Source: an optimization exercise on an open RTL-to-GDS flow (aim: a short achievable clock period and few clock cycles per item). Production flows keep margins and buffers that such runs may drop. In this exercise RTL edits were held to simulation tests only and were not proved equivalent to the original. Power figures rest on the tool's default switching activity, not on a simulated workload.

### flow/run.sh
#!/bin/bash
# synth_recipe.tcl (not shown) runs the flow's synth.tcl, then flattens the netlist and writes it again
# the make line also repeats each setting of config.mk as NAME=value (left out here)
make -C /OpenROAD-flow-scripts/flow DESIGN_CONFIG=/design/flow/config.mk WORK_HOME=/design/flow/orfs CLKGATE_MAP_FILE= SYNTH_SCRIPT=/design/flow/synth_recipe.tcl finish
### flow/config.mk
export PLATFORM = sky130hd
export DESIGN_NAME = bilevel_run_length_encoder_unit
export DESIGN_NICKNAME = bilevel_run_length_encoder_unit
export VERILOG_FILES = /design/flow/design.v
export SDC_FILE = /design/flow/constraint.sdc
export NUM_CORES = 4
export LEC_CHECK = 0
export CAP_MARGIN = 20
export CORE_MARGIN = 2
export CORE_UTILIZATION = 35
export PLACE_DENSITY = 0.5
export SETUP_SLACK_MARGIN = 5.0
export SLEW_MARGIN = 20
### flow/constraint.sdc
create_clock -name core_clock -period 8.0 [get_ports {i_clk}]
set_input_delay 1.6000 -clock core_clock [delete_from_list [all_inputs] [get_ports {i_clk}]]
set_output_delay 1.6000 -clock core_clock [all_outputs]
set_load 0.01 [all_outputs]
### flow/design.v
`timescale 1ns / 1ps
`default_nettype none
package blre_pkg;
    localparam int MAX_WIDTH = 1024;
    localparam int COL_W     = $clog2(MAX_WIDTH);
    localparam int WID_W     = 13;
    localparam int HGT_W     = 15;
    localparam int CFG_W     = 15;
    localparam int CFG_IDX_W = 2;
    localparam int V_W       = 24;    
    localparam int N_W       = 9;     
    localparam int K_W       = 5;
    localparam int B_W       = 6;     
    localparam int EV_DEPTH  = 16;    
    localparam int EV_AW     = $clog2(EV_DEPTH);
    localparam logic [CFG_IDX_W-1:0] CFG_IMAGE_WIDTH   = 2'd0;
    localparam logic [CFG_IDX_W-1:0] CFG_IMAGE_HEIGHT  = 2'd1;
    localparam logic [CFG_IDX_W-1:0] CFG_FILTER_ENABLE = 2'd2;
    typedef struct packed {
        logic           hdr;     
        logic           fbit;    
        logic           pad;     
        logic [N_W-1:0] ones;    
        logic [N_W-1:0] nbits;   
        logic [V_W-1:0] val;     
        logic [K_W-1:0] k;       
    } t_code;
    typedef struct packed {
        logic           hdr;
        logic           fbit;
        logic           pad;
        logic [7:0]     m0;      
        logic [31:0]    w;       
        logic [B_W-1:0] ol;      
        logic           inw;     
        logic [B_W-1:0] nby;     
        logic           nz;      
        logic           n1;      
    } t_ev;
    localparam int EV_W = 3 + 8 + 32 + B_W + 1 + B_W + 2;
endpackage
`default_nettype wire
`timescale 1ns / 1ps
`default_nettype none
module blre_ram #(
    parameter int DEPTH = 1024,
    parameter int HALF  = 32
) (
    input  wire logic                  i_clk,
    input  wire logic                  i_en,
    input  wire logic [DEPTH/HALF-1:0] i_pos_hi,
    input  wire logic [HALF-1:0]       i_pos_lo,
    input  wire logic                  i_din,
    output logic                       o_dout
);
    logic [DEPTH-1:0] r_sr;
    always_ff @(posedge i_clk) begin
        if (i_en) begin
            for (int i = 0; i < DEPTH - 1; i++) begin
                r_sr[i] <= (i_pos_hi[i / HALF] && i_pos_lo[i % HALF]) ? i_din : r_sr[i+1];
            end
            r_sr[DEPTH-1] <= i_din;
        end
    end
    assign o_dout = r_sr[0];
endmodule
`default_nettype wire
`timescale 1ns / 1ps
`default_nettype none
import blre_pkg::*;
module blre_ctrl (
    input  wire logic                       i_clk,
    input  wire logic                       i_rst_n,
    input  wire logic [COL_W-1:0]           i_wm1,       
    input  wire logic [31:0]                i_pos_hi,    
    input  wire logic [31:0]                i_pos_lo,    
    input  wire logic [HGT_W-1:0]           i_hm1,       
    input  wire logic                       i_filt,
    input  wire logic                       i_in_valid,
    input  wire logic                       i_in_stall,
    input  wire logic                       i_pixel,
    output logic                            o_code_vld,
    output blre_pkg::t_code                 o_code
);
    logic r0_v, r0_p;
    always_ff @(posedge i_clk) begin
        if (!i_rst_n) begin
            r0_v <= 1'b0;
        end else begin
            r0_v <= i_in_valid && !i_in_stall;
        end
        r0_p <= i_pixel;
    end
    logic [COL_W-1:0] r_col;
    logic [HGT_W-1:0] r_row;
    logic             r_first;
    logic             r_rownz;
    logic             above;
    logic             last_col, last_row;
    logic             r1_v, r1_f, r1_first, r1_last;
    blre_ram #(.DEPTH(MAX_WIDTH), .HALF(32)) u_line (
        .i_clk    (i_clk),
        .i_en     (r0_v),
        .i_pos_hi (i_pos_hi),
        .i_pos_lo (i_pos_lo),
        .i_din    (r0_p),
        .o_dout   (above)
    );
    assign last_col = (r_col == i_wm1);
    assign last_row = (r_row == i_hm1);
    always_ff @(posedge i_clk) begin
        if (!i_rst_n) begin
            r_col   <= '0;
            r_row   <= '0;
            r_first <= 1'b1;
            r_rownz <= 1'b0;
            r1_v    <= 1'b0;
        end else begin
            r1_v <= r0_v;
            if (r0_v) begin
                r_first <= last_col && last_row;
                if (last_col) begin
                    r_col <= '0;
                    if (last_row) begin
                        r_row   <= '0;
                        r_rownz <= 1'b0;
                    end else begin
                        r_row   <= r_row + HGT_W'(1);
                        r_rownz <= 1'b1;
                    end
                end else begin
                    r_col <= r_col + COL_W'(1);
                end
            end
        end
    end
    always_ff @(posedge i_clk) begin
        r1_f     <= r0_p ^ (i_filt && r_rownz && above);
        r1_first <= r_first;
        r1_last  <= last_col && last_row;
    end
    logic             r_color;
    logic [V_W-1:0]   r_val;      
    logic [V_W-1:0]   r_mask;     
    logic             r_full;     
    logic [K_W-1:0]   r_k;
    logic [N_W-1:0]   r_ones;     
    logic [N_W-1:0]   r_nb;       
    logic [N_W-1:0]   r_nbn;      
    logic [V_W-1:0]   i_val, i_mask;
    logic             i_full;
    logic [K_W-1:0]   i_k;
    logic [N_W-1:0]   i_ones, i_nb, i_nbn;
    logic             differ, restart;
    always_comb begin
        if (r_full) begin
            i_val  = '0;
            i_mask = {r_mask[V_W-2:0], 1'b1};
            i_full = 1'b0;
            i_k    = r_k + K_W'(1);
            i_ones = r_nb;
            i_nb   = r_nbn;
            i_nbn  = r_nbn + N_W'(r_k) + N_W'(2);
        end else begin
            i_val  = r_val + V_W'(1);
            i_mask = r_mask;
            i_full = (r_val == (r_mask ^ V_W'(2)));
            i_k    = r_k;
            i_ones = r_ones;
            i_nb   = r_nb;
            i_nbn  = r_nbn;
        end
        differ  = (r1_f != r_color);
        restart = r1_first || differ;
    end
    always_ff @(posedge i_clk) begin
        if (r1_v) begin
            r_color <= r1_f;
            if (restart) begin
                r_val   <= '0;
                r_mask  <= V_W'(1);
                r_full  <= 1'b1;
                r_k     <= K_W'(1);
                r_ones  <= N_W'(0);
                r_nb    <= N_W'(1);
                r_nbn   <= N_W'(3);
            end else begin
                r_val   <= i_val;
                r_mask  <= i_mask;
                r_full  <= i_full;
                r_k     <= i_k;
                r_ones  <= i_ones;
                r_nb    <= i_nb;
                r_nbn   <= i_nbn;
            end
        end
    end
    always_ff @(posedge i_clk) begin
        if (!i_rst_n) begin
            o_code_vld <= 1'b0;
        end else begin
            o_code_vld <= r1_v && (r1_first || r1_last || differ);
        end
        o_code.hdr  <= r1_first;
        o_code.fbit <= r1_f;
        o_code.pad  <= r1_last;
        if (r1_first) begin
            o_code.ones  <= N_W'(0);
            o_code.nbits <= r1_last ? N_W'(1) : N_W'(0);
            o_code.val   <= '0;
            o_code.k     <= K_W'(1);
        end else if (differ) begin
            o_code.ones  <= r_ones;
            o_code.nbits <= r1_last ? r_nb + N_W'(1) : r_nb;
            o_code.val   <= r_val;
            o_code.k     <= r_k;
        end else begin
            o_code.ones  <= i_ones;
            o_code.nbits <= i_nb;
            o_code.val   <= i_val;
            o_code.k     <= i_k;
        end
    end
endmodule
`default_nettype wire
`timescale 1ns / 1ps
`default_nettype none
import blre_pkg::*;
module blre_pack (
    input  wire logic             i_clk,
    input  wire logic             i_rst_n,
    input  wire logic [10:0]      i_we,       
    input  wire logic [HGT_W-1:0] i_he,       
    input  wire logic             i_filt,
    input  wire logic             i_code_vld,
    input  wire blre_pkg::t_code  i_code,
    output logic                  o_in_stall,
    output logic                  o_out_valid,
    input  wire logic             i_out_stall,
    output logic [7:0]            o_out_byte,
    output logic                  o_last_of_batch,
    output logic                  o_end_of_image
);
    logic [2:0]     r_fch;        
    logic           a_v, a_hdr, a_fbit, a_pad;
    logic [2:0]     a_f;
    logic [N_W-1:0] a_q;          
    logic [B_W-1:0] a_nby;
    logic [V_W-1:0] a_val;        
    always_ff @(posedge i_clk) begin
        if (!i_rst_n) begin
            r_fch <= '0;
            a_v   <= 1'b0;
        end else begin
            a_v <= i_code_vld;
            if (i_code_vld) begin
                r_fch <= i_code.pad ? 3'd0 : (r_fch + i_code.nbits[2:0]);
            end
        end
        a_hdr  <= i_code.hdr;
        a_fbit <= i_code.fbit;
        a_pad  <= i_code.pad;
        a_f    <= r_fch;
        a_q    <= {6'd0, r_fch} + i_code.ones;
        a_nby  <= B_W'(({6'd0, r_fch} + i_code.nbits + (i_code.pad ? N_W'(7) : N_W'(0))) >> 3);
        a_val  <= i_code.val << (K_W'(V_W) - i_code.k);
    end
    logic           b_v, b_hdr, b_fbit, b_pad;
    logic [2:0]     b_f;
    logic [31:0]    b_w;
    logic [B_W-1:0] b_qb;
    logic           b_qbz, b_qb1;
    logic [B_W-1:0] b_nby;
    logic           b_nz, b_n1;
    always_ff @(posedge i_clk) begin
        if (!i_rst_n) begin
            b_v <= 1'b0;
        end else begin
            b_v <= a_v;
        end
        b_hdr  <= a_hdr;
        b_fbit <= a_fbit;
        b_pad  <= a_pad;
        b_f    <= a_f;
        b_w    <= ~(32'hFFFF_FFFF >> a_q[2:0]) | ({a_val, 8'h00} >> a_q[2:0]);
        b_qb   <= a_q[N_W-1:3];
        b_qbz  <= (a_q[N_W-1:3] == '0);
        b_qb1  <= (a_q[N_W-1:3] == B_W'(1));
        b_nby  <= a_nby;
        b_nz   <= (a_nby == '0);
        b_n1   <= (a_nby == B_W'(1));
    end
    blre_pkg::t_ev c_ev;
    always_comb begin
        c_ev.hdr  = b_hdr;
        c_ev.fbit = b_fbit;
        c_ev.pad  = b_pad;
        c_ev.m0   = (b_qbz ? b_w[31:24] : 8'hFF) & (8'hFF >> b_f);
        c_ev.w    = b_qbz ? {b_w[23:0], 8'h00} : b_w;
        c_ev.ol   = b_qbz ? '0 : b_qb - B_W'(1);
        c_ev.inw  = b_qbz || b_qb1;
        c_ev.nby  = b_nby;
        c_ev.nz   = b_nz;
        c_ev.n1   = b_n1;
    end
    logic [EV_W-1:0]  r_q [EV_DEPTH];
    logic [EV_AW-1:0] r_wp, r_rp;
    logic [EV_AW:0]   r_cnt;
    logic             pop;
    blre_pkg::t_ev    head;
    assign head = blre_pkg::t_ev'(r_q[r_rp]);
    always_ff @(posedge i_clk) begin
        if (b_v) begin
            r_q[r_wp] <= c_ev;
        end
    end
    always_ff @(posedge i_clk) begin
        if (!i_rst_n) begin
            r_wp       <= '0;
            r_rp       <= '0;
            r_cnt      <= '0;
            o_in_stall <= 1'b0;
        end else begin
            if (b_v) r_wp <= r_wp + EV_AW'(1);
            if (pop) r_rp <= r_rp + EV_AW'(1);
            r_cnt      <= r_cnt + (EV_AW+1)'(b_v) - (EV_AW+1)'(pop);
            o_in_stall <= (r_cnt >= (EV_AW+1)'(EV_DEPTH - 7));
        end
    end
    logic             r_busy;
    logic             r_hdr;
    logic [2:0]       r_hcnt;
    logic             r_fbit;
    logic             r_pad;
    logic             r_first;
    logic [7:0]       r_m0;
    logic [31:0]      r_w;
    logic [B_W-1:0]   r_ol;
    logic             r_inw;
    logic [B_W-1:0]   r_nby;
    logic             r_nz, r_n1;
    logic [7:0]       r_acc;
    logic             r_sv;        
    logic             go;
    logic             done;
    logic             push;
    logic [7:0]       p_byte;
    logic             p_last, p_eoi;
    logic [7:0]       hbyte;
    always_comb begin
        case (r_hcnt)
            3'd0:    hbyte = 8'hBB;
            3'd1:    hbyte = 8'hAD;
            3'd2:    hbyte = {5'b00000, i_we[10:8]};
            3'd3:    hbyte = i_we[7:0];
            3'd4:    hbyte = {1'b0, i_he[14:8]};
            3'd5:    hbyte = i_he[7:0];
            default: hbyte = {6'b000000, i_filt, r_fbit};
        endcase
        go     = r_busy && !r_sv;
        done   = 1'b0;
        push   = 1'b0;
        p_last = 1'b0;
        p_eoi  = 1'b0;
        if (r_hdr) begin
            p_byte = hbyte;
        end else if (r_first) begin
            p_byte = r_acc | r_m0;
        end else if (r_inw) begin
            p_byte = r_w[31:24];
        end else begin
            p_byte = 8'hFF;
        end
        if (go) begin
            if (r_hdr) begin
                push   = 1'b1;
                p_last = (r_hcnt == 3'd6) && r_nz;
                done   = (r_hcnt == 3'd6) && r_nz;
            end else begin
                push   = !r_nz;
                p_last = r_n1;
                p_eoi  = r_n1 && r_pad;
                done   = r_nz || r_n1;
            end
        end
        pop = (!r_busy || done) && (r_cnt != '0);
    end
    always_ff @(posedge i_clk) begin
        if (!i_rst_n) begin
            r_busy <= 1'b0;
            r_acc  <= '0;
        end else begin
            if (go && !r_hdr) begin
                if (r_nz) begin
                    r_acc <= r_acc | r_m0;
                end else if (r_n1) begin
                    if (r_pad) begin
                        r_acc <= '0;
                    end else if (!r_first && r_inw) begin
                        r_acc <= r_w[23:16];
                    end else begin
                        r_acc <= r_w[31:24];
                    end
                end
            end
            if (pop) begin
                r_busy <= 1'b1;
            end else if (done) begin
                r_busy <= 1'b0;
            end
        end
    end
    always_ff @(posedge i_clk) begin
        if (pop) begin
            r_hdr   <= head.hdr;
            r_hcnt  <= '0;
            r_fbit  <= head.fbit;
            r_pad   <= head.pad;
            r_first <= 1'b1;
            r_m0    <= head.m0;
            r_w     <= head.w;
            r_ol    <= head.ol;
            r_inw   <= head.inw;
            r_nby   <= head.nby;
            r_nz    <= head.nz;
            r_n1    <= head.n1;
        end else if (go) begin
            if (r_hdr) begin
                r_hcnt <= r_hcnt + 3'd1;
                if (r_hcnt == 3'd6) begin
                    r_hdr <= 1'b0;
                end
            end else begin
                r_first <= 1'b0;
                if (!r_first) begin
                    if (r_inw) begin
                        r_w <= {r_w[23:0], 8'h00};
                    end else begin
                        r_ol  <= r_ol - B_W'(1);
                        r_inw <= (r_ol == B_W'(1));
                    end
                end
                r_nby <= r_nby - B_W'(1);
                r_n1  <= (r_nby == B_W'(2));
            end
        end
    end
    logic       r_ov, r_ol_o, r_oe;
    logic [7:0] r_ob;
    logic       r_sl, r_se;
    logic [7:0] r_sb;
    always_ff @(posedge i_clk) begin
        if (!i_rst_n) begin
            r_ov <= 1'b0;
            r_sv <= 1'b0;
        end else if (!r_ov || !i_out_stall) begin
            if (r_sv) begin
                r_ov <= 1'b1;
                r_sv <= 1'b0;
            end else begin
                r_ov <= push;
            end
        end else if (push) begin
            r_sv <= 1'b1;
        end
    end
    always_ff @(posedge i_clk) begin
        if (!r_ov || !i_out_stall) begin
            if (r_sv) begin
                r_ob   <= r_sb;
                r_ol_o <= r_sl;
                r_oe   <= r_se;
            end else begin
                r_ob   <= p_byte;
                r_ol_o <= p_last;
                r_oe   <= p_eoi;
            end
        end
        if (push) begin
            r_sb <= p_byte;
            r_sl <= p_last;
            r_se <= p_eoi;
        end
    end
    assign o_out_valid     = r_ov;
    assign o_out_byte      = r_ob;
    assign o_last_of_batch = r_ol_o;
    assign o_end_of_image  = r_oe;
endmodule
`default_nettype wire
`timescale 1ns / 1ps
`default_nettype none
import blre_pkg::*;
module bilevel_run_length_encoder_unit (
    input  wire logic                             i_clk,
    input  wire logic                             i_rst_n,
    input  wire logic                             i_cfg_we,
    input  wire logic [blre_pkg::CFG_IDX_W-1:0]   i_cfg_idx,
    input  wire logic [blre_pkg::CFG_W-1:0]       i_cfg_data,
    input  wire logic                             i_in_valid,
    output logic                                  o_in_stall,
    input  wire logic                             i_pixel,
    output logic                                  o_out_valid,
    input  wire logic                             i_out_stall,
    output logic [7:0]                            o_out_byte,
    output logic                                  o_last_of_batch,
    output logic                                  o_end_of_image
);
    logic [WID_W-1:0] r_w;
    logic [HGT_W-1:0] r_h;
    logic             r_f;
    logic [10:0]      r_we;
    logic [COL_W-1:0] r_wm1;
    logic [HGT_W-1:0] r_he;
    logic [HGT_W-1:0] r_hm1;
    logic [31:0]      r_pos_hi, r_pos_lo;
    logic [COL_W-1:0] wm1;
    logic             code_vld;
    blre_pkg::t_code  code;
    always_ff @(posedge i_clk) begin
        if (!i_rst_n) begin
            r_w <= WID_W'(1);
            r_h <= HGT_W'(1);
            r_f <= 1'b0;
        end else if (i_cfg_we) begin
            case (i_cfg_idx)
                CFG_IMAGE_WIDTH:   r_w <= i_cfg_data[WID_W-1:0];
                CFG_IMAGE_HEIGHT:  r_h <= i_cfg_data[HGT_W-1:0];
                CFG_FILTER_ENABLE: r_f <= i_cfg_data[0];
                default: ;
            endcase
        end
    end
    always_comb begin
        if (r_w == '0) begin
            wm1 = '0;
        end else if (r_w > WID_W'(MAX_WIDTH)) begin
            wm1 = COL_W'(MAX_WIDTH - 1);
        end else begin
            wm1 = COL_W'(r_w - WID_W'(1));
        end
    end
    always_ff @(posedge i_clk) begin
        r_wm1    <= wm1;
        r_we     <= {1'b0, wm1} + 11'd1;
        r_pos_hi <= 32'd1 << wm1[9:5];
        r_pos_lo <= 32'd1 << wm1[4:0];
        if (r_h == '0) begin
            r_he  <= HGT_W'(1);
            r_hm1 <= '0;
        end else begin
            r_he  <= r_h;
            r_hm1 <= r_h - HGT_W'(1);
        end
    end
    blre_ctrl u_ctrl (
        .i_clk      (i_clk),
        .i_rst_n    (i_rst_n),
        .i_wm1      (r_wm1),
        .i_pos_hi   (r_pos_hi),
        .i_pos_lo   (r_pos_lo),
        .i_hm1      (r_hm1),
        .i_filt     (r_f),
        .i_in_valid (i_in_valid),
        .i_in_stall (o_in_stall),
        .i_pixel    (i_pixel),
        .o_code_vld (code_vld),
        .o_code     (code)
    );
    blre_pack u_pack (
        .i_clk           (i_clk),
        .i_rst_n         (i_rst_n),
        .i_we            (r_we),
        .i_he            (r_he),
        .i_filt          (r_f),
        .i_code_vld      (code_vld),
        .i_code          (code),
        .o_in_stall      (o_in_stall),
        .o_out_valid     (o_out_valid),
        .i_out_stall     (i_out_stall),
        .o_out_byte      (o_out_byte),
        .o_last_of_batch (o_last_of_batch),
        .o_end_of_image  (o_end_of_image)
    );
endmodule
`default_nettype wire
==> results of run 1 <==
## repair_timing
action	4_1_cts	5_1_grt
gates resized for setup	79	19
buffers inserted	3	6
pin swaps	0	3
endpoints found under the setup margin	304	207
gates cloned	1	1
## placed cells by master (no fill, tap or decap), types with 19 or more instances in the layout
cell type	instances
edfxtp_1	2094
nand2_1	1315
mux2_2	1069
dfxtp_1	313
mux4_2	295
clkbuf_16	284
nor2_1	219
buf_4	107
o21ai_0	104
xor2_1	89
inv_1	79
xnor2_1	76
mux2i_1	75
a21oi_1	66
clkbuf_1	66
ha_1	52
and2_1	51
nor3_1	39
clkinv_1	38
clkinv_2	33
nand3_1	32
a21o_1	32
a21boi_0	32
dfxtp_2	32
nor2b_1	30
clkbuf_8	26
o22ai_1	25
nand4_1	21
clkdlybuf4s50_1	21
nor4_1	20
or3_1	19
dfxtp_4	19
## worst paths after layout
kind | start | endpoint | slack (ns) | cells after the start
worst max-delay path | u_pack.r_ob[6] | o_out_byte[6] | 4.95 | 1
worst min-delay path | u_pack.a_hdr | u_pack.b_hdr | 0.33 | 0
worst max register to register | r_w[0] | r_pos_hi[5] | 5.11 | 8
worst min register to register | u_pack.a_hdr | u_pack.b_hdr | 0.33 | 0
## sequential cells by signal, indices dropped and copies added, names as in the netlist, 10 cells and up, named ones only
name                cells
u_pack.a_val           24
u_ctrl.r_col           10
r_we                   11
r_wm1                  10
r_he                   15
u_ctrl.r_row           15
u_pack.b_w             31
u_ctrl.o_code          50
u_pack.r_q            912
r_h                    15
u_ctrl.r_mask          23
u_ctrl.r_val           24
r_w                    13
r_pos_hi               32
u_ctrl.u_line.r_sr   1024
r_pos_lo               32
r_hm1                  15
u_pack.r_w             31
## cells by family after synthesis
logic type | count (synthesis)
buf+inv | 577
fa+ha+maj | 61
mux | 1439
xor+xnor | 167
compound gates | 336
flops | 2458
simple gates | 1854
## per-layer routing
layer / wire [µm] / track usage (%) / share of wire (%) / up-vias
met1: 112000 / 22.4 / 43 / 28700
met4: 11000 / 7.14 / 4.2 / 4
met5: 23 / 0 / 0.0089 / -
li1: - / - / - / 25398
met2: 125000 / 27.8 / 48 / 1087
met3: 9860 / 2.05 / 3.8 / 417
## metrics by stage
stage | cell area [µm²] | TNS, ns | utilization [%] | hold slack, ns
final | 118000 | 0 | 39.7 | 0.327
after global routing | 118000 | 0 | 39.7 | 0.331
after CTS | 117000 | 0 | 39.6 | 0.330
after detailed placement | 109000 | 0 | 36.6 | 0.316
after global placement | 109000 | 0 | 36.6 | 0.318
after floorplan | 104000 | -13.12 | - | 0.310
## power groups by stage
stage | logic [mW] | clock network, mW | registers [mW]
6_report | 4.35 | 12.3 | 15.9
5_1_grt | 4.77 | 13.1 | 16.0
4_1_cts | 4.37 | 12.6 | 15.9
3_5_place_dp | 4.22 | 0 | 16.2
3_3_place_gp | 4.17 | 0 | 16.2
2_1_floorplan | 2.98 | 0 | 16.1
## final cells by class
type / instances / area [µm²] / area share, %
well taps: 3939 / 4930 / 4.19
multi-input cells: 3857 / 31800 / 27.1
clock buffers: 377 / 7700 / 6.55
inverters: 84 / 342 / 0.291
repair buffers: 164 / 1490 / 1.27
clock inverters: 110 / 975 / 0.829
flip-flops and latches: 2458 / 70300 / 59.8
diodes: 10 / 25.0 / 0.0213
==> results.yml, run 1 <==
floorplanning:
  fp.dieH_um: 549
  dieArea_um2: 301000
  pin_count: 35
  core_area_um2: 296000
  rows: 200
  die_width_um: 549
  start_util_pct: 35.1
power:
  ir_drop_mv: 0.175
  power_mw: 32.6
  p_per_area_nw_per_um2: 277
  sw_frac_of_total_pct: 25.5
  clockPowerShare_pct: 37.7
  power_frac_seq_pct: 48.9
  power_leakage_nw: 38.1
  p_comb_share_pct: 13.4
  p_int_mw: 24.3
  switchingPower_mw: 8.30
grt:
  antenna_found_initial: 14
  grt_pass1_vias: 56460
  grt_max_degree: 216
  grt_overflow_total: 0
  groute.usage.overall_pct: 16.8
  grt_pass1_wl_mm: 380
cells_and_area:
  drive_gt1_share_pct: 28.7
  nFillCells: 27244
  synthToLayoutAreaGrowth_pct: 13.1
  final_cells: 10999
  nets: 6927
setup_path:
  critical_path_required_ns: 6.40
  crit_path_cell_trace: "buf_2"
  slowest_stage: "edfxtp_1"
  cp_max_fo: 1
  worst_setup_path_start_kind: "flip-flop"
  crit_type: "flip-flop to output port"
  crit_family: "flip-flops"
  cp-end-kind: "output port"
  critPathArrivalTime_ns: 1.45
  path_buf_inv: 1
  max_stage_delay_ns: 0.45
clocking:
  cts_max_path_buffers: 4
  clk_latency_ns: 0.86
  clkTransAtPathRegs_ns: 0.06
  cts_buffers: 278
  root_buffer: "clkbuf_16"
  cts_hold_buf: 0
  cts_tree: "yes"
  clock_sinks: 2458
  htreeDepth: 5
placement:
  numPortBuffers: 34
  place.gp.congestion: 0.781
  hpwl_mm: 137
  dp_slack_ns: 3.82
  dp_cells: 10489
sta:
  setup_viol: 0
  period_share_pct: 38.1
  clock_skew_ns: 0.0566
  finalMaxSlewViolations: 0
  rsz0062_at_grt: "yes"
  period_needed_ns: 3.05
  slew_headroom_pct: 21.2
  timing_hold_violations_final: 0
  setup_slack_ns: 4.95
  worst_slew_pin_slew_ns: 1.18
  fmax_ghz: 0.328
drt:
  vias: 55606
  antenna_left: 0
  routedWlPerCell_um: 23.5
  first_pass_iters: 5
  drtIter0Drc: 4537
  viasPerCell: 5.06
  remaining_drc_errors: 0
  wl_mm: 258
synthesis:
  synthArstFlopShare_pct: 0
  yosys.area_share.simple_pct: 7.43
  synth_area_leaders: "edfxtp_1, mux2_2, dfxtp_1"
  synth_xor_area_share_pct: 1.41
  yosys_register_bits: 2458
  synth.distinct_cells: 71
  synth_commonest_cells: "edfxtp_1, nand2_1, mux2_2"
  ys_warn_count: 4
  synth_top_family_by_area: "multiplexers"
  synth_top_area_share_pct: 60.5
  synth_edf_count: 2094
  synthAdderAreaFrac_pct: 0.778
  synth_area_leader_cell: "edfxtp_1"
  synth_nets: 6976
  synth_compound_area_share_pct: 2.05
  syn_area_um2: 104000
  postSynthAreaPerCell_um2: 15.1
  ys_seq_area_share_pct: 67.5
  yosysMostFrequentCell: "edfxtp_1"
  synth_cells: 6892
  muxShareOfSynthArea_pct: 18.7
  synthFlopType: "edfxtp_1"
outcome:
  status: "timing/DRC/antenna clean"
job:
  cap_violations: 0
hold_path:
  hold_path_class: "flip-flop to flip-flop"
Testbench counts, summed over its fixed seeds: cycles 87,121, pixels 86,579.
==> run 2: changes to the inputs <==
--- a/flow/design.v
+++ b/flow/design.v
@@ -11,7 +11,7 @@
     localparam int N_W       = 9;     
     localparam int K_W       = 5;
     localparam int B_W       = 6;     
-    localparam int EV_DEPTH  = 16;    
+    localparam int EV_DEPTH  = 10;    
     localparam int EV_AW     = $clog2(EV_DEPTH);
     localparam logic [CFG_IDX_W-1:0] CFG_IMAGE_WIDTH   = 2'd0;
     localparam logic [CFG_IDX_W-1:0] CFG_IMAGE_HEIGHT  = 2'd1;
@@ -79,17 +79,22 @@
     input  wire logic                       i_in_valid,
     input  wire logic                       i_in_stall,
     input  wire logic                       i_pixel,
+    output logic [2:0]                      o_pix_vld,   
     output logic                            o_code_vld,
     output blre_pkg::t_code                 o_code
 );
+    logic r00_v, r00_p;
     logic r0_v, r0_p;
     always_ff @(posedge i_clk) begin
         if (!i_rst_n) begin
-            r0_v <= 1'b0;
+            r00_v <= 1'b0;
+            r0_v  <= 1'b0;
         end else begin
-            r0_v <= i_in_valid && !i_in_stall;
+            r00_v <= i_in_valid && !i_in_stall;
+            r0_v  <= r00_v;
         end
-        r0_p <= i_pixel;
+        r00_p <= i_pixel;
+        r0_p  <= r00_p;
     end
     logic [COL_W-1:0] r_col;
     logic [HGT_W-1:0] r_row;
@@ -139,6 +144,7 @@
         r1_first <= r_first;
         r1_last  <= last_col && last_row;
     end
+    assign o_pix_vld = {r00_v, r0_v, r1_v};
     logic             r_color;
     logic [V_W-1:0]   r_val;      
     logic [V_W-1:0]   r_mask;     
@@ -232,6 +238,7 @@
     input  wire logic [10:0]      i_we,       
     input  wire logic [HGT_W-1:0] i_he,       
     input  wire logic             i_filt,
+    input  wire logic [2:0]       i_pix_vld,
     input  wire logic             i_code_vld,
     input  wire blre_pkg::t_code  i_code,
     output logic                  o_in_stall,
@@ -303,28 +310,52 @@
         c_ev.nz   = b_nz;
         c_ev.n1   = b_n1;
     end
-    logic [EV_W-1:0]  r_q [EV_DEPTH];
-    logic [EV_AW-1:0] r_wp, r_rp;
-    logic [EV_AW:0]   r_cnt;
-    logic             pop;
-    blre_pkg::t_ev    head;
-    assign head = blre_pkg::t_ev'(r_q[r_rp]);
+    logic [EV_DEPTH*EV_W-1:0] r_q;
+    logic [EV_DEPTH-1:0]      r_wp, r_rp;      
+    logic [EV_AW:0]           r_cnt;
+    logic                     r_ne;            
+    logic                     pop;
+    logic [EV_W-1:0]          head_bits;
+    blre_pkg::t_ev            head;
+    logic [2:0]               infl;
+    logic [EV_AW:0]           owed;
+    always_comb begin
+        head_bits = '0;
+        for (int i = 0; i < EV_DEPTH; i++) begin
+            head_bits = head_bits | (r_q[i*EV_W +: EV_W] & {EV_W{r_rp[i]}});
+        end
+    end
+    assign head = blre_pkg::t_ev'(head_bits);
     always_ff @(posedge i_clk) begin
-        if (b_v) begin
-            r_q[r_wp] <= c_ev;
+        for (int i = 0; i < EV_DEPTH; i++) begin
+            if (r_wp[i]) begin
+                r_q[i*EV_W +: EV_W] <= c_ev;
+            end
         end
     end
+    always_comb begin
+        infl = 3'(i_pix_vld[0]) + 3'(i_pix_vld[1]) + 3'(i_pix_vld[2])
+             + 3'(i_code_vld) + 3'(a_v) + 3'(b_v);
+        owed = r_cnt + (EV_AW+1)'(infl);
+    end
     always_ff @(posedge i_clk) begin
         if (!i_rst_n) begin
-            r_wp       <= '0;
-            r_rp       <= '0;
+            r_wp       <= (EV_DEPTH)'(1);
+            r_rp       <= (EV_DEPTH)'(1);
             r_cnt      <= '0;
+            r_ne       <= 1'b0;
             o_in_stall <= 1'b0;
         end else begin
-            if (b_v) r_wp <= r_wp + EV_AW'(1);
-            if (pop) r_rp <= r_rp + EV_AW'(1);
-            r_cnt      <= r_cnt + (EV_AW+1)'(b_v) - (EV_AW+1)'(pop);
-            o_in_stall <= (r_cnt >= (EV_AW+1)'(EV_DEPTH - 7));
+            if (b_v) r_wp <= {r_wp[EV_DEPTH-2:0], r_wp[EV_DEPTH-1]};
+            if (pop) r_rp <= {r_rp[EV_DEPTH-2:0], r_rp[EV_DEPTH-1]};
+            if (b_v && !pop) begin
+                r_cnt <= r_cnt + (EV_AW+1)'(1);
+                r_ne  <= 1'b1;
+            end else if (!b_v && pop) begin
+                r_cnt <= r_cnt - (EV_AW+1)'(1);
+                r_ne  <= (r_cnt != (EV_AW+1)'(1));
+            end
+            o_in_stall <= (owed >= (EV_AW+1)'(EV_DEPTH - 2));
         end
     end
     logic             r_busy;
@@ -383,7 +414,7 @@
                 done   = r_nz || r_n1;
             end
         end
-        pop = (!r_busy || done) && (r_cnt != '0);
+        pop = (!r_busy || done) && r_ne;
     end
     always_ff @(posedge i_clk) begin
         if (!i_rst_n) begin
@@ -447,35 +478,28 @@
     end
     logic       r_ov, r_ol_o, r_oe;
     logic [7:0] r_ob;
+    logic       r_cl, r_ce;
+    logic [7:0] r_cb;
     logic       r_sl, r_se;
     logic [7:0] r_sb;
+    logic       free;
+    logic [9:0] o_new;
+    always_comb begin
+        free  = !r_ov || !i_out_stall;
+        o_new = r_sv ? {r_se, r_sl, r_sb} : {p_eoi, p_last, p_byte};
+    end
     always_ff @(posedge i_clk) begin
         if (!i_rst_n) begin
             r_ov <= 1'b0;
             r_sv <= 1'b0;
-        end else if (!r_ov || !i_out_stall) begin
-            if (r_sv) begin
-                r_ov <= 1'b1;
-                r_sv <= 1'b0;
-            end else begin
-                r_ov <= push;
-            end
-        end else if (push) begin
-            r_sv <= 1'b1;
+        end else begin
+            r_ov <= (r_ov && i_out_stall) || r_sv || push;
+            r_sv <= !free && (r_sv || push);
         end
     end
     always_ff @(posedge i_clk) begin
-        if (!r_ov || !i_out_stall) begin
-            if (r_sv) begin
-                r_ob   <= r_sb;
-                r_ol_o <= r_sl;
-                r_oe   <= r_se;
-            end else begin
-                r_ob   <= p_byte;
-                r_ol_o <= p_last;
-                r_oe   <= p_eoi;
-            end
-        end
+        {r_oe, r_ol_o, r_ob} <= free ? o_new : {r_ce, r_cl, r_cb};
+        {r_ce, r_cl, r_cb}   <= free ? o_new : {r_oe, r_ol_o, r_ob};
         if (push) begin
             r_sb <= p_byte;
             r_sl <= p_last;
@@ -514,7 +538,7 @@
     logic [HGT_W-1:0] r_he;
     logic [HGT_W-1:0] r_hm1;
     logic [31:0]      r_pos_hi, r_pos_lo;
-    logic [COL_W-1:0] wm1;
+    logic [2:0]       pix_vld;
     logic             code_vld;
     blre_pkg::t_code  code;
     always_ff @(posedge i_clk) begin
@@ -531,27 +555,23 @@
             endcase
         end
     end
-    always_comb begin
+    always_ff @(posedge i_clk) begin
         if (r_w == '0) begin
-            wm1 = '0;
+            r_wm1 <= '0;
         end else if (r_w > WID_W'(MAX_WIDTH)) begin
-            wm1 = COL_W'(MAX_WIDTH - 1);
+            r_wm1 <= COL_W'(MAX_WIDTH - 1);
         end else begin
-            wm1 = COL_W'(r_w - WID_W'(1));
+            r_wm1 <= COL_W'(r_w - WID_W'(1));
         end
-    end
-    always_ff @(posedge i_clk) begin
-        r_wm1    <= wm1;
-        r_we     <= {1'b0, wm1} + 11'd1;
-        r_pos_hi <= 32'd1 << wm1[9:5];
-        r_pos_lo <= 32'd1 << wm1[4:0];
         if (r_h == '0) begin
-            r_he  <= HGT_W'(1);
             r_hm1 <= '0;
         end else begin
-            r_he  <= r_h;
             r_hm1 <= r_h - HGT_W'(1);
         end
+        r_we     <= {1'b0, r_wm1} + 11'd1;
+        r_he     <= r_hm1 + HGT_W'(1);
+        r_pos_hi <= 32'd1 << r_wm1[9:5];
+        r_pos_lo <= 32'd1 << r_wm1[4:0];
     end
     blre_ctrl u_ctrl (
         .i_clk      (i_clk),
@@ -564,6 +584,7 @@
         .i_in_valid (i_in_valid),
         .i_in_stall (o_in_stall),
         .i_pixel    (i_pixel),
+        .o_pix_vld  (pix_vld),
         .o_code_vld (code_vld),
         .o_code     (code)
     );
@@ -573,6 +594,7 @@
         .i_we            (r_we),
         .i_he            (r_he),
         .i_filt          (r_f),
+        .i_pix_vld       (pix_vld),
         .i_code_vld      (code_vld),
         .i_code          (code),
         .o_in_stall      (o_in_stall),
==> run 2 against run 1 <==
  * Wire length decreased by 10%
  * Design area decreased by 13%
  * Clock power decreased by 14%
  * Register-to-register slack got worse by 0.14 ns
  * Combinational power decreased by 62%
  * Total power decreased by 23%
  * Area after synthesis decreased by 13%
  * Clock-buffer cell count decreased by 63
  * Utilization about the same
  * Via count decreased by 6.0%
  * Highest routed layer is now met4
==> results.yml, run 2 <==
power:
  p_int_mw: 19.0
  power_leakage_nw: 33.4
  sw_frac_of_total_pct: 23.9
  ir_drop_mv: 0.244
  clockPowerShare_pct: 42.3
  power_frac_seq_pct: 51.1
  p_comb_share_pct: 6.6
  switchingPower_mw: 5.97
  power_mw: 25.0
  p_per_area_nw_per_um2: 245
drt:
  viasPerCell: 5.15
  drtIter0Drc: 4362
  remaining_drc_errors: 0
  routedWlPerCell_um: 22.8
  vias: 52291
  wl_mm: 231
  first_pass_iters: 6
  antenna_left: 0
clocking:
  root_buffer: "clkbuf_16"
  clkTransAtPathRegs_ns: 0.06
  htreeDepth: 4
  cts_buffers: 229
  cts_hold_buf: 0
  clk_latency_ns: 0.90
  cts_tree: "yes"
  cts_max_path_buffers: 3
  clock_sinks: 2137
setup_path:
  critPathArrivalTime_ns: 3.82
  ff2ff_setup_slack_ns: 4.97
  crit_path_cell_trace: "ha_4 > inv_2 > fa_1 > fa_2 > fa_1 > inv_2 > fa_2 > a31o_2 > a22o_1 > a21oi_1"
  crit_type: "flip-flop to flip-flop"
  max_stage_delay_ns: 0.50
  path_buf_inv: 2
  r2r_start: "u_ctrl.r0_v"
  crit_end: "u_pack.o_in_stall"
  crit_family: "adder cells"
  cp-end-kind: "flip-flop"
  worst_setup_path_start_kind: "flip-flop"
  r2r_cells: 10
  cp_max_fo: 2
  r2r_end: "u_pack.o_in_stall"
  critical_path_required_ns: 8.79
  slowest_stage: "fa_1"
  startpoint: "u_ctrl.r0_v"
  cp.depth: 10
cells_and_area:
  regMostFlops: "u_ctrl.u_line.r_sr"
  final_area_um2: 102000
  layout_common_cells: "edfxtp_1, nand2_1, mux2_2"
  largest_reg_flops: 1024
  nFillCells: 23758
  top_regs: "u_ctrl.u_line.r_sr x1024, u_pack.r_q x570, u_ctrl.o_code x50"
  synthToLayoutAreaGrowth_pct: 12.9
  nets: 6642
  drive_gt1_share_pct: 24.8
  mostFrequentLayoutCell: "edfxtp_1"
synthesis:
  synth_area_leader_cell: "edfxtp_1"
  syn_area_um2: 90300
  yosysMostFrequentCell: "edfxtp_1"
  yosys_register_bits: 2137
  ys_seq_area_share_pct: 66.7
  synth_top_area_share_pct: 57.9
  synth_commonest_cells: "edfxtp_1, nand2_1, mux2_2"
  ys_warn_count: 4
  synthFlopType: "edfxtp_1"
  postSynthAreaPerCell_um2: 13.6
  synth_cells: 6654
  synthArstFlopShare_pct: 0
  synth_edf_count: 1742
  synth_area_leaders: "edfxtp_1, mux2_2, dfxtp_1"
  synth.distinct_cells: 74
  synth_nets: 6736
sta:
  rsz0062_at_grt: "yes"
  setup_viol: 0
  period_share_pct: 37.9
  period_needed_ns: 3.03
  worst_slew_pin_slew_ns: 1.06
  clock_skew_ns: 0.0779
  hold_ws_ns: 0.325
  fmax_ghz: 0.330
  finalMaxSlewViolations: 0
  timing_hold_violations_final: 0
  slew_headroom_pct: 28.6
grt:
  groute.usage.overall_pct: 17.2
  grt_overflow_total: 0
  grt_pass1_wl_mm: 345
  grt_max_degree: 207
  antenna_found_initial: 14
  grt_pass1_vias: 51654
floorplanning:
  fp.dieH_um: 512
  rows: 186
  start_util_pct: 35.2
  die_width_um: 512
  dieArea_um2: 262000
  core_area_um2: 257000
  pin_count: 35
placement:
  place_area_um2: 94100
  hpwl_mm: 122
  numPortBuffers: 34
  place.gp.congestion: 0.773
outcome:
  status: "timing/DRC/antenna clean"
hold_path:
  hold_path_class: "flip-flop to flip-flop"
job:
  cap_violations: 0
-- run 2: layout make-up --
type | count | area (µm²) | area share, %
well taps | 3384 | 4230 | 4.15
inverters | 96 | 364 | 0.357
flip-flops and latches | 2137 | 60400 | 59.2
repair buffers | 162 | 1500 | 1.47
clock inverters | 118 | 1140 | 1.12
diodes | 5 | 12.5 | 0.0123
clock buffers | 314 | 6370 | 6.25
multi-input cells | 3934 | 28000 | 27.4
-- run 2: repair_timing --
item                                   4_1_cts  5_1_grt
endpoints found under the hold margin        0        0
gates cloned                                 1        0
buffers inserted                            11        1
pin swaps                                    5        3
setup endpoints to repair                  338      188
gates resized for setup                     93       12
-- run 2: logic make-up after synthesis --
group                    after synthesis  synth area share, %
flip-flops                          2137                 66.7
AND/OR/NAND/NOR                     1860                 8.47
multiplexers                        1147                 14.4
AO/OA/AOI/OAI                        698                 5.37
buffers and inverters                583                 2.53
XOR/XNOR                             170                 1.66
adder cells (fa/ha/maj)               59                0.892
-- run 2: metrics by stage --
stage	worst slack, ns	util (%)	TNS, ns	cells
after floorplan	-2.47	-	-24.42	6654
after global placement	4.35	36.7	0	9697
after detailed placement	4.29	36.7	0	9697
after CTS	4.90	39.7	0	10141
after global routing	4.87	39.7	0	10149
final	4.97	39.7	0	10150
-- run 2: worst min path at each step --
stage                         end  slack [ns]               from  depth (start not counted)
finish               u_pack.a_hdr        0.33  u_ctrl.o_code[49]                          0
detailed placement  u_pack.a_fbit        0.31  u_ctrl.o_code[48]                          0
CTS                  u_pack.a_hdr        0.33  u_ctrl.o_code[49]                          0
global route        u_pack.b_f[1]        0.33      u_pack.a_f[1]                          0
global placement    u_pack.a_fbit        0.31  u_ctrl.o_code[48]                          0
floorplan             u_ctrl.r0_p        0.31       u_ctrl.r00_p                          0
-- run 2: worst reg2reg max path, delay by kind of cell (launching register included) --
family	cells	cell delay [ns]
flops	1	0.35
buf+inv	2	0.10
fa+ha+maj	5	1.93
compound gates	3	0.58
-- run 2: layer usage --
layer	track usage (%)	up-vias	wire length [µm]
met4	4.28	0	4810
met5	0	-	0
met3	2.34	294	10700
li1	-	24102	-
met2	26.5	1169	104000
met1	25.5	26726	111000
-- run 2: power groups by stage --
| stage | registers [mW] | clock network, mW | logic [mW] |
|---|---|---|---|
| global placement | 13.0 | 0 | 1.59 |
| CTS | 12.8 | 10.8 | 1.66 |
| finish | 12.8 | 10.6 | 1.65 |
| floorplan | 13.0 | 0 | 1.02 |
| global route | 12.8 | 11.2 | 1.81 |
| detailed placement | 13.0 | 0 | 1.62 |
Testbench counts of run 2, summed over its fixed seeds: cycles 87,171, pixels 86,579.
==> run 3: changes to the inputs <==
--- a/flow/config.mk
+++ b/flow/config.mk
@@ -7,7 +7,7 @@
 export LEC_CHECK = 0
 export CAP_MARGIN = 20
 export CORE_MARGIN = 2
-export CORE_UTILIZATION = 35
-export PLACE_DENSITY = 0.5
+export CORE_UTILIZATION = 60
+export PLACE_DENSITY = 0.75
 export SETUP_SLACK_MARGIN = 5.0
 export SLEW_MARGIN = 20
==> run 3 against run 2 <==
  * Still clean on timing, DRC and antenna
  * Sequential share of layout area is 1.5 points higher
  * Register-to-register slack got worse by 0.05 ns
  * Global-route usage grew 8.8 points
  * Via count is 0.94% higher
  * First-iteration DRC count rose by 26%
  * Largest power group unchanged
  * Highest routed layer unchanged
==> results.yml, run 3 <==
cells_and_area:
  mostFrequentLayoutCell: "edfxtp_1"
  diodes: 0
  layout_common_cells: "edfxtp_1, nand2_1, mux2_2"
  drive_gt1_share_pct: 24.3
  synthToLayoutAreaGrowth_pct: 10.0
  final_cells: 8717
  top_regs: "u_ctrl.u_line.r_sr x1024, u_pack.r_q x570, u_ctrl.o_code x50"
  largest_reg_flops: 1024
  nFillCells: 10389
  nets: 6601
  final_util_pct: 66.4
  regMostFlops: "u_ctrl.u_line.r_sr"
floorplanning:
  core_area_um2: 150000
  rows: 142
  dieArea_um2: 154000
  start_util_pct: 60.4
  die_width_um: 392
  fp.dieH_um: 392
  pin_count: 35
synthesis:
  yosys_register_bits: 2137
  synth_nets: 6736
  ys_warn_count: 4
  synth.distinct_cells: 74
  synth_commonest_cells: "edfxtp_1, nand2_1, mux2_2"
  ys_seq_area_share_pct: 66.7
  synthFlopType: "edfxtp_1"
  synth_top_area_share_pct: 57.9
  synth_area_leaders: "edfxtp_1, mux2_2, dfxtp_1"
  synth_edf_count: 1742
  postSynthAreaPerCell_um2: 13.6
  synthArstFlopShare_pct: 0
  synth_area_leader_cell: "edfxtp_1"
  synth_cells: 6654
  syn_area_um2: 90300
  yosysMostFrequentCell: "edfxtp_1"
drt:
  antenna_left: 0
  remaining_drc_errors: 0
  first_pass_iters: 8
  wl_mm: 202
  routedWlPerCell_um: 23.1
  viasPerCell: 6.06
  vias: 52785
  drtIter0Drc: 5478
setup_path:
  critical_path_required_ns: 8.76
  crit_type: "flip-flop to flip-flop"
  max_stage_delay_ns: 0.52
  crit_path_cell_trace: "ha_1 > inv_2 > fa_1 > fa_2 > fa_1 > inv_2 > ha_4 > a21oi_2 > nor2b_1 > a31o_2 > a22o_1 > a21oi_2"
  ff2ff_setup_slack_ns: 4.91
  path_buf_inv: 2
  critPathArrivalTime_ns: 3.85
  cp.depth: 12
  cp_max_fo: 4
  cp-end-kind: "flip-flop"
  r2r_cells: 12
  worst_setup_path_start_kind: "flip-flop"
  slowest_stage: "fa_1"
  startpoint: "u_ctrl.r0_v"
  r2r_start: "u_ctrl.r0_v"
  r2r_end: "u_pack.o_in_stall"
  crit_family: "adder cells"
sta:
  fmax_ghz: 0.324
  period_share_pct: 38.6
  timing_hold_violations_final: 0
  rsz0062_at_grt: "yes"
  slew_headroom_pct: 26.0
  finalMaxSlewViolations: 0
  worst_slew_pin_slew_ns: 1.11
  clock_skew_ns: 0.0816
  period_needed_ns: 3.09
  setup_viol: 0
clocking:
  cts_hold_buf: 0
  clk_latency_ns: 0.85
  htreeDepth: 4
  cts_buffers: 206
  root_buffer: "clkbuf_16"
  clkTransAtPathRegs_ns: 0.06
  cts_tree: "yes"
  clock_sinks: 2137
  cts_max_path_buffers: 3
grt:
  grt_pass1_wl_mm: 306
  grt_max_degree: 244
  antenna_found_initial: 4
  groute.usage.overall_pct: 26.1
  grt_overflow_total: 0
  grt_pass1_vias: 51113
placement:
  hpwl_mm: 110
  place.gp.congestion: 0.848
  dp_cells: 8317
  numPortBuffers: 34
hold_path:
  min-delay-start: "u_ctrl.r00_p"
  worstHoldEndpoint: "u_ctrl.r0_p"
  hold_path_class: "flip-flop to flip-flop"
  whs_path_depth: 0
power:
  p_per_area_nw_per_um2: 243
  power_leakage_nw: 33.0
  ir_drop_mv: 0.233
outcome:
  status: "timing/DRC/antenna clean"
job:
  cap_violations: 0
==> run 3: cells by family (layout without fill, tap and decap cells) <==
kind of cell               count (synthesis)  in the layout  share of synthesized area (%)
DFF                                     2137           2137                           66.7
AOI/OAI and AO/OA                        698            698                           5.37
xor gates and xnor gates                 170            170                           1.66
muxes                                   1147           1147                           14.4
adders and majority gates                 59             59                          0.892
buffers and inverters                    583            630                           2.53
and+or+nand+nor                         1860           1860                           8.47
==> run 3: how the worst max path moves through the flow <==
stage | endpoint | slack (ns)
2_1_floorplan | u_pack.o_in_stall | -2.47
3_3_place_gp | u_ctrl.u_line.r_sr[349] | 3.93
3_5_place_dp | u_ctrl.u_line.r_sr[606] | 3.89
4_1_cts | u_pack.o_in_stall | 4.92
5_1_grt | u_pack.o_in_stall | 4.84
6_report | u_pack.o_in_stall | 4.91
==> run 3: final cells by class <==
class	instances	area, µm²	area share [%]
Clock buffer	299	5760	5.79
Timing Repair Buffer	144	1250	1.26
Multi-Input combinational cell	3934	28000	28.1
Inverter	96	367	0.369
Clock inverter	91	1180	1.19
Tap cell	2016	2520	2.54
Sequential cell	2137	60300	60.7
==> run 3: layer usage <==
layer / global-route usage (%) / wire length (µm)
met5: 0 / 0
met4: 7.22 / 4760
met3: 4.27 / 16300
met2: 41.2 / 95000
met1: 37.8 / 85700
==> run 3: stage by stage <==
step	cell area (µm²)	hold slack [ns]	setup TNS (ns)	setup WS (ns)	power [mW]
finish	99400	0.324	0	4.91	24.1
global route	99400	0.329	0	4.84	24.8
CTS	99200	0.325	0	4.92	24.2
detailed placement	92300	0.312	0	3.89	14.5
global placement	92200	0.310	0	3.93	14.5
floorplan	90400	0.310	-24.42	-2.47	14.0
==> run 3: repair_timing <==
action                     4_1_cts  5_1_grt
setup buffers                    5        4
pin swaps                        1        1
resized for setup               71        7
setup endpoints to repair      749      209
==> run 3: report_power, final <==
| group | leakage (nW) | internal, mW | switching [mW] |
|---|---|---|---|
| Clock | 3.36 | 5.54 | 4.28 |
| Combinational | 10.2 | 0.519 | 0.974 |
| Sequential | 19.4 | 12.5 | 0.334 |
==> run 4: changes to the inputs <==
--- a/flow/design.v
+++ b/flow/design.v
@@ -11,7 +11,7 @@
     localparam int N_W       = 9;     
     localparam int K_W       = 5;
     localparam int B_W       = 6;     
-    localparam int EV_DEPTH  = 10;    
+    localparam int EV_DEPTH  = 12;    
     localparam int EV_AW     = $clog2(EV_DEPTH);
     localparam logic [CFG_IDX_W-1:0] CFG_IMAGE_WIDTH   = 2'd0;
     localparam logic [CFG_IDX_W-1:0] CFG_IMAGE_HEIGHT  = 2'd1;
@@ -23,7 +23,7 @@
         logic [N_W-1:0] ones;    
         logic [N_W-1:0] nbits;   
         logic [V_W-1:0] val;     
-        logic [K_W-1:0] k;       
+        logic [K_W-1:0] sh;      
     } t_code;
     typedef struct packed {
         logic           hdr;
@@ -75,11 +75,14 @@
     input  wire logic [31:0]                i_pos_hi,    
     input  wire logic [31:0]                i_pos_lo,    
     input  wire logic [HGT_W-1:0]           i_hm1,       
+    input  wire logic                       i_w1,        
+    input  wire logic                       i_w2,        
+    input  wire logic                       i_h1,        
+    input  wire logic                       i_h2,        
     input  wire logic                       i_filt,
     input  wire logic                       i_in_valid,
     input  wire logic                       i_in_stall,
     input  wire logic                       i_pixel,
-    output logic [2:0]                      o_pix_vld,   
     output logic                            o_code_vld,
     output blre_pkg::t_code                 o_code
 );
@@ -96,8 +99,9 @@
         r00_p <= i_pixel;
         r0_p  <= r00_p;
     end
-    logic [COL_W-1:0] r_col;
-    logic [HGT_W-1:0] r_row;
+    logic [COL_W-1:0] r_cl, cl;
+    logic [HGT_W-1:0] r_rl, rl;
+    logic             r_lc, r_lr;
     logic             r_first;
     logic             r_rownz;
     logic             above;
@@ -111,12 +115,14 @@
         .i_din    (r0_p),
         .o_dout   (above)
     );
-    assign last_col = (r_col == i_wm1);
-    assign last_row = (r_row == i_hm1);
+    always_comb begin
+        cl       = r_first ? i_wm1 : r_cl;
+        rl       = r_first ? i_hm1 : r_rl;
+        last_col = r_first ? i_w1 : r_lc;
+        last_row = r_first ? i_h1 : r_lr;
+    end
     always_ff @(posedge i_clk) begin
         if (!i_rst_n) begin
-            r_col   <= '0;
-            r_row   <= '0;
             r_first <= 1'b1;
             r_rownz <= 1'b0;
             r1_v    <= 1'b0;
@@ -125,37 +131,43 @@
             if (r0_v) begin
                 r_first <= last_col && last_row;
                 if (last_col) begin
-                    r_col <= '0;
-                    if (last_row) begin
-                        r_row   <= '0;
-                        r_rownz <= 1'b0;
-                    end else begin
-                        r_row   <= r_row + HGT_W'(1);
-                        r_rownz <= 1'b1;
-                    end
-                end else begin
-                    r_col <= r_col + COL_W'(1);
+                    r_rownz <= !last_row;
                 end
             end
         end
     end
     always_ff @(posedge i_clk) begin
+        if (r0_v) begin
+            if (last_col) begin
+                r_cl <= i_wm1;
+                r_lc <= i_w1;
+                r_rl <= rl - HGT_W'(1);
+                r_lr <= r_first ? i_h2 : (r_rl == HGT_W'(1));
+            end else begin
+                r_cl <= cl - COL_W'(1);
+                r_lc <= r_first ? i_w2 : (r_cl == COL_W'(1));
+                r_rl <= rl;
+                r_lr <= last_row;
+            end
+        end
+    end
+    always_ff @(posedge i_clk) begin
         r1_f     <= r0_p ^ (i_filt && r_rownz && above);
         r1_first <= r_first;
         r1_last  <= last_col && last_row;
     end
-    assign o_pix_vld = {r00_v, r0_v, r1_v};
     logic             r_color;
     logic [V_W-1:0]   r_val;      
     logic [V_W-1:0]   r_mask;     
     logic             r_full;     
     logic [K_W-1:0]   r_k;
+    logic [K_W-1:0]   r_sh;       
     logic [N_W-1:0]   r_ones;     
     logic [N_W-1:0]   r_nb;       
     logic [N_W-1:0]   r_nbn;      
     logic [V_W-1:0]   i_val, i_mask;
     logic             i_full;
-    logic [K_W-1:0]   i_k;
+    logic [K_W-1:0]   i_k, i_sh;
     logic [N_W-1:0]   i_ones, i_nb, i_nbn;
     logic             differ, restart;
     always_comb begin
@@ -164,6 +176,7 @@
             i_mask = {r_mask[V_W-2:0], 1'b1};
             i_full = 1'b0;
             i_k    = r_k + K_W'(1);
+            i_sh   = r_sh - K_W'(1);
             i_ones = r_nb;
             i_nb   = r_nbn;
             i_nbn  = r_nbn + N_W'(r_k) + N_W'(2);
@@ -172,6 +185,7 @@
             i_mask = r_mask;
             i_full = (r_val == (r_mask ^ V_W'(2)));
             i_k    = r_k;
+            i_sh   = r_sh;
             i_ones = r_ones;
             i_nb   = r_nb;
             i_nbn  = r_nbn;
@@ -187,6 +201,7 @@
                 r_mask  <= V_W'(1);
                 r_full  <= 1'b1;
                 r_k     <= K_W'(1);
+                r_sh    <= K_W'(V_W - 1);
                 r_ones  <= N_W'(0);
                 r_nb    <= N_W'(1);
                 r_nbn   <= N_W'(3);
@@ -195,6 +210,7 @@
                 r_mask  <= i_mask;
                 r_full  <= i_full;
                 r_k     <= i_k;
+                r_sh    <= i_sh;
                 r_ones  <= i_ones;
                 r_nb    <= i_nb;
                 r_nbn   <= i_nbn;
@@ -214,17 +230,17 @@
             o_code.ones  <= N_W'(0);
             o_code.nbits <= r1_last ? N_W'(1) : N_W'(0);
             o_code.val   <= '0;
-            o_code.k     <= K_W'(1);
+            o_code.sh    <= K_W'(V_W - 1);
         end else if (differ) begin
             o_code.ones  <= r_ones;
             o_code.nbits <= r1_last ? r_nb + N_W'(1) : r_nb;
             o_code.val   <= r_val;
-            o_code.k     <= r_k;
+            o_code.sh    <= r_sh;
         end else begin
             o_code.ones  <= i_ones;
             o_code.nbits <= i_nb;
             o_code.val   <= i_val;
-            o_code.k     <= i_k;
+            o_code.sh    <= i_sh;
         end
     end
 endmodule
@@ -238,7 +254,6 @@
     input  wire logic [10:0]      i_we,       
     input  wire logic [HGT_W-1:0] i_he,       
     input  wire logic             i_filt,
-    input  wire logic [2:0]       i_pix_vld,
     input  wire logic             i_code_vld,
     input  wire blre_pkg::t_code  i_code,
     output logic                  o_in_stall,
@@ -270,7 +285,7 @@
         a_f    <= r_fch;
         a_q    <= {6'd0, r_fch} + i_code.ones;
         a_nby  <= B_W'(({6'd0, r_fch} + i_code.nbits + (i_code.pad ? N_W'(7) : N_W'(0))) >> 3);
-        a_val  <= i_code.val << (K_W'(V_W) - i_code.k);
+        a_val  <= i_code.val << i_code.sh;
     end
     logic           b_v, b_hdr, b_fbit, b_pad;
     logic [2:0]     b_f;
@@ -312,13 +327,10 @@
     end
     logic [EV_DEPTH*EV_W-1:0] r_q;
     logic [EV_DEPTH-1:0]      r_wp, r_rp;      
-    logic [EV_AW:0]           r_cnt;
-    logic                     r_ne;            
+    logic [EV_DEPTH-1:0]      r_cnt;           
     logic                     pop;
     logic [EV_W-1:0]          head_bits;
     blre_pkg::t_ev            head;
-    logic [2:0]               infl;
-    logic [EV_AW:0]           owed;
     always_comb begin
         head_bits = '0;
         for (int i = 0; i < EV_DEPTH; i++) begin
@@ -333,34 +345,27 @@
             end
         end
     end
-    always_comb begin
-        infl = 3'(i_pix_vld[0]) + 3'(i_pix_vld[1]) + 3'(i_pix_vld[2])
-             + 3'(i_code_vld) + 3'(a_v) + 3'(b_v);
-        owed = r_cnt + (EV_AW+1)'(infl);
-    end
     always_ff @(posedge i_clk) begin
         if (!i_rst_n) begin
             r_wp       <= (EV_DEPTH)'(1);
             r_rp       <= (EV_DEPTH)'(1);
             r_cnt      <= '0;
-            r_ne       <= 1'b0;
             o_in_stall <= 1'b0;
         end else begin
             if (b_v) r_wp <= {r_wp[EV_DEPTH-2:0], r_wp[EV_DEPTH-1]};
             if (pop) r_rp <= {r_rp[EV_DEPTH-2:0], r_rp[EV_DEPTH-1]};
             if (b_v && !pop) begin
-                r_cnt <= r_cnt + (EV_AW+1)'(1);
-                r_ne  <= 1'b1;
+                r_cnt <= {r_cnt[EV_DEPTH-2:0], 1'b1};
             end else if (!b_v && pop) begin
-                r_cnt <= r_cnt - (EV_AW+1)'(1);
-                r_ne  <= (r_cnt != (EV_AW+1)'(1));
+                r_cnt <= {1'b0, r_cnt[EV_DEPTH-1:1]};
             end
-            o_in_stall <= (owed >= (EV_AW+1)'(EV_DEPTH - 2));
+            o_in_stall <= r_cnt[EV_DEPTH-9];
         end
     end
     logic             r_busy;
     logic             r_hdr;
     logic [2:0]       r_hcnt;
+    logic             r_h6;        
     logic             r_fbit;
     logic             r_pad;
     logic             r_first;
@@ -405,8 +410,8 @@
         if (go) begin
             if (r_hdr) begin
                 push   = 1'b1;
-                p_last = (r_hcnt == 3'd6) && r_nz;
-                done   = (r_hcnt == 3'd6) && r_nz;
+                p_last = r_h6 && r_nz;
+                done   = r_h6 && r_nz;
             end else begin
                 push   = !r_nz;
                 p_last = r_n1;
@@ -414,7 +419,7 @@
                 done   = r_nz || r_n1;
             end
         end
-        pop = (!r_busy || done) && r_ne;
+        pop = (!r_busy || done) && r_cnt[0];
     end
     always_ff @(posedge i_clk) begin
         if (!i_rst_n) begin
@@ -445,6 +450,7 @@
         if (pop) begin
             r_hdr   <= head.hdr;
             r_hcnt  <= '0;
+            r_h6    <= 1'b0;
             r_fbit  <= head.fbit;
             r_pad   <= head.pad;
             r_first <= 1'b1;
@@ -458,7 +464,8 @@
         end else if (go) begin
             if (r_hdr) begin
                 r_hcnt <= r_hcnt + 3'd1;
-                if (r_hcnt == 3'd6) begin
+                r_h6   <= (r_hcnt == 3'd5);
+                if (r_h6) begin
                     r_hdr <= 1'b0;
                 end
             end else begin
@@ -538,7 +545,7 @@
     logic [HGT_W-1:0] r_he;
     logic [HGT_W-1:0] r_hm1;
     logic [31:0]      r_pos_hi, r_pos_lo;
-    logic [2:0]       pix_vld;
+    logic             r_w1, r_w2, r_h1, r_h2;    
     logic             code_vld;
     blre_pkg::t_code  code;
     always_ff @(posedge i_clk) begin
@@ -572,6 +579,10 @@
         r_he     <= r_hm1 + HGT_W'(1);
         r_pos_hi <= 32'd1 << r_wm1[9:5];
         r_pos_lo <= 32'd1 << r_wm1[4:0];
+        r_w1     <= (r_wm1 == COL_W'(0));
+        r_w2     <= (r_wm1 == COL_W'(1));
+        r_h1     <= (r_hm1 == HGT_W'(0));
+        r_h2     <= (r_hm1 == HGT_W'(1));
     end
     blre_ctrl u_ctrl (
         .i_clk      (i_clk),
@@ -580,11 +591,14 @@
         .i_pos_hi   (r_pos_hi),
         .i_pos_lo   (r_pos_lo),
         .i_hm1      (r_hm1),
+        .i_w1       (r_w1),
+        .i_w2       (r_w2),
+        .i_h1       (r_h1),
+        .i_h2       (r_h2),
         .i_filt     (r_f),
         .i_in_valid (i_in_valid),
         .i_in_stall (o_in_stall),
         .i_pixel    (i_pixel),
-        .o_pix_vld  (pix_vld),
         .o_code_vld (code_vld),
         .o_code     (code)
     );
@@ -594,7 +608,6 @@
         .i_we            (r_we),
         .i_he            (r_he),
         .i_filt          (r_f),
-        .i_pix_vld       (pix_vld),
         .i_code_vld      (code_vld),
         .i_code          (code),
         .o_in_stall      (o_in_stall),
--- a/flow/config.mk
+++ b/flow/config.mk
@@ -7,7 +7,9 @@
 export LEC_CHECK = 0
 export CAP_MARGIN = 20
 export CORE_MARGIN = 2
-export CORE_UTILIZATION = 60
-export PLACE_DENSITY = 0.75
+export CORE_UTILIZATION = 70
+export CTS_CLUSTER_DIAMETER = 100
+export CTS_CLUSTER_SIZE = 30
+export PLACE_DENSITY = 0.85
 export SETUP_SLACK_MARGIN = 5.0
 export SLEW_MARGIN = 20
==> run 4 against run 3 <==
  * Total power decreased by 15%
  * Hold slack improved by 0.0084 ns
  * Sequential share of layout area increased by 3.9 points
  * Combinational power decreased by 13%
  * Setup slack improved by 0.12 ns
  * Sequential power increased by 5%
  * Still clean
  * Cell count decreased by 3.0%
  * Utilization increased by 7.2 points
  * Wire length increased by 6.3%
==> results.yml, run 4 <==
power:
  switchingPower_mw: 4.68
  p_per_area_nw_per_um2: 204
  power_frac_seq_pct: 66.3
  clockPowerShare_pct: 27.3
  power_leakage_nw: 32.3
  power_mw: 20.4
  p_int_mw: 15.7
  ir_drop_mv: 0.263
  p_comb_share_pct: 6.4
  sw_frac_of_total_pct: 22.9
setup_path:
  max_stage_delay_ns: 0.39
  crit_path_cell_trace: "clkdlybuf4s15_2"
  worst_setup_path_start_kind: "flip-flop"
  ff2ff_setup_slack_ns: 5.18
  r2r_start: "u_pack.r_hcnt[1]"
  cp-end-kind: "output port"
  slowest_stage: "dfxtp_4"
  crit_family: "flip-flops"
  cp_max_fo: 2
  critical_path_required_ns: 6.40
  r2r_cells: 7
  r2r_end: "u_pack.r_ob[6]"
  path_buf_inv: 1
  crit_type: "flip-flop to output port"
  critPathArrivalTime_ns: 1.37
cells_and_area:
  top_regs: "u_ctrl.u_line.r_sr x1024, u_pack.r_q x684, u_ctrl.o_code x50"
  layout_common_cells: "edfxtp_1, nand2_1, mux2_2"
  largest_reg_flops: 1024
  nets: 6677
  synthToLayoutAreaGrowth_pct: 4.25
  final_cells: 8455
  mostFrequentLayoutCell: "edfxtp_1"
  regMostFlops: "u_ctrl.u_line.r_sr"
  drive_gt1_share_pct: 21.2
hold_path:
  worstHoldEndpoint: "u_pack.b_pad"
  whs_path_depth: 0
  hold_path_class: "flip-flop to flip-flop"
  min-delay-start: "u_pack.a_pad"
synthesis:
  syn_area_um2: 95800
  synthFlopType: "edfxtp_1"
  yosys_register_bits: 2273
  synthArstFlopShare_pct: 0
  synth_top_area_share_pct: 59.2
  synth_area_leader_cell: "edfxtp_1"
  synth.distinct_cells: 79
  yosysMostFrequentCell: "edfxtp_1"
  ys_warn_count: 4
  synth_nets: 6986
  synth_cells: 6913
  synth_edf_count: 1888
  ys_seq_area_share_pct: 67.2
  synth_commonest_cells: "edfxtp_1, nand2_1, mux2_2"
  postSynthAreaPerCell_um2: 13.9
  synth_area_leaders: "edfxtp_1, mux2_2, dfxtp_1"
placement:
  dp_slack_ns: 4.31
  numPortBuffers: 34
  dp_cells: 8289
  place.gp.congestion: 0.909
  hpwl_mm: 117
sta:
  slew_headroom_pct: 8.14
  setup_slack_ns: 5.03
  rsz0062_at_grt: "no"
  finalMaxSlewViolations: 0
  period_share_pct: 37.1
  fmax_ghz: 0.337
  tns_ns: 0
  period_needed_ns: 2.97
  timing_hold_violations_final: 0
  setup_viol: 0
  worst_slew_pin_slew_ns: 1.38
  hold_ws_ns: 0.333
  clock_skew_ns: 0.0393
drt:
  drtIter0Drc: 8337
  antenna_left: 0
  remaining_drc_errors: 0
  routedWlPerCell_um: 25.4
  viasPerCell: 6.66
  wl_mm: 214
  vias: 56350
  first_pass_iters: 6
grt:
  grt_max_degree: 292
  groute.usage.overall_pct: 30.1
  grt_pass1_wl_mm: 322
  grt_pass1_vias: 53336
  grt_overflow_total: 0
  antenna_found_initial: 3
floorplanning:
  core_area_um2: 136000
  rows: 135
  fp.dieH_um: 374
  die_width_um: 374
  start_util_pct: 70.7
  pin_count: 35
  dieArea_um2: 140000
clocking:
  cts_max_path_buffers: 3
  root_buffer: "clkbuf_16"
  clock_sinks: 2273
  cts_tree: "yes"
  clk_latency_ns: 0.76
  clkTransAtPathRegs_ns: 0.11
  cts_buffers: 86
  htreeDepth: 3
outcome:
  status: "timing/DRC/antenna clean"
job:
  cap_violations: 0
run 4: changes by cell type after synthesis, moves of 23 or more:
cell / delta
nand4_1: -35
a31oi_1: -26
a221oi_1: +94
a22o_1: +122
mux2i_1: +34
edfxtp_1: +146
nand2_1: -46
clkbuf_1: +28
nor2_1: -38
mux2_1: +23
a22oi_1: -156
nor3_1: +24
nand3_1: +66
run 4: per-stage QoR:
step / area [µm²] / utilization [%]
final: 99900 / 73.7
after global placement: 97200 / 71.6
after CTS: 99800 / 73.6
after floorplan: 95900 / -
after global routing: 99900 / 73.7
after detailed placement: 97200 / 71.7
run 4: cell families (layout without fill, tap and decap cells):
kind of cell    after synthesis  count (layout)  synth area share [%]
other cells                   0               3                     0
flops                      2273            2273                  67.2
xor+xnor                    156             156                  1.43
fa+ha+maj                    50              50                 0.692
mux                        1216            1216                  14.4
simple gates               1870            1870                  8.16
buf+inv                     603             359                  2.46
compound gates              745             747                  5.69
run 4: area by class of cell:
cell class	instances	area (µm²)
multi-input combinational	4039	29200
sequential	2273	64600
inverter	81	309
clock buffer	151	2460
clock inverter	4	47.5
fill	8094	35700
antenna	3	7.51
timing repair buffer	123	1120
tap	1781	2230
run 4: how the worst max path moves through the flow:
stage | startpoint | endpoint | slack [ns] | cells past startpoint
finish | u_pack.r_ob[0] | o_out_byte[0] | 5.03 | 1
CTS | u_pack.r_ob[0] | o_out_byte[0] | 5.00 | 1
detailed placement | u_pack.r_hdr | u_pack.r_w[21] | 4.31 | 7
global route | u_pack.r_ob[0] | o_out_byte[0] | 5.02 | 1
global placement | u_pack.r_hdr | u_pack.r_w[30] | 4.43 | 7
floorplan | u_ctrl.r0_v | u_ctrl.r_first | -0.27 | 3
run 4: metal layers:
metal	share of wire (%)	vias to the layer above	track usage [%]
met5	0	-	0
met4	2.9	0	8.83
met3	12	413	5.32
met2	46	3136	46.4
met1	39	28054	44.4
li1	-	24747	-
run 4: worst register-to-register path, stage by stage (launching register included):
cell and delay (ns):
dfxtp_1 0.57, inv_1 0.16, ha_1 0.29, and2_1 0.26
a222oi_1 0.67, o32ai_1 0.37, o21ai_1 0.31, nand2_1 0.08
run 4: power groups by stage:
stage / registers (mW) / logic, mW / clock network, mW
2_1_floorplan: 13.6 / 0.916 / 0
3_3_place_gp: 13.8 / 1.21 / 0
3_5_place_dp: 13.8 / 1.27 / 0
4_1_cts: 13.5 / 1.27 / 5.61
5_1_grt: 13.6 / 1.40 / 5.97
6_report: 13.5 / 1.30 / 5.57
run 4: what timing repair did:
action	CTS	global route
hold buffers	0	0
gates resized for setup	75	1
endpoints found under the setup margin	118	65
cloned	1	1
pin swaps	1	1
endpoints found under the hold margin	0	0
setup buffers	1	1
Testbench counts of run 4, summed over its fixed seeds: cycles 87,169, pixels 86,579.
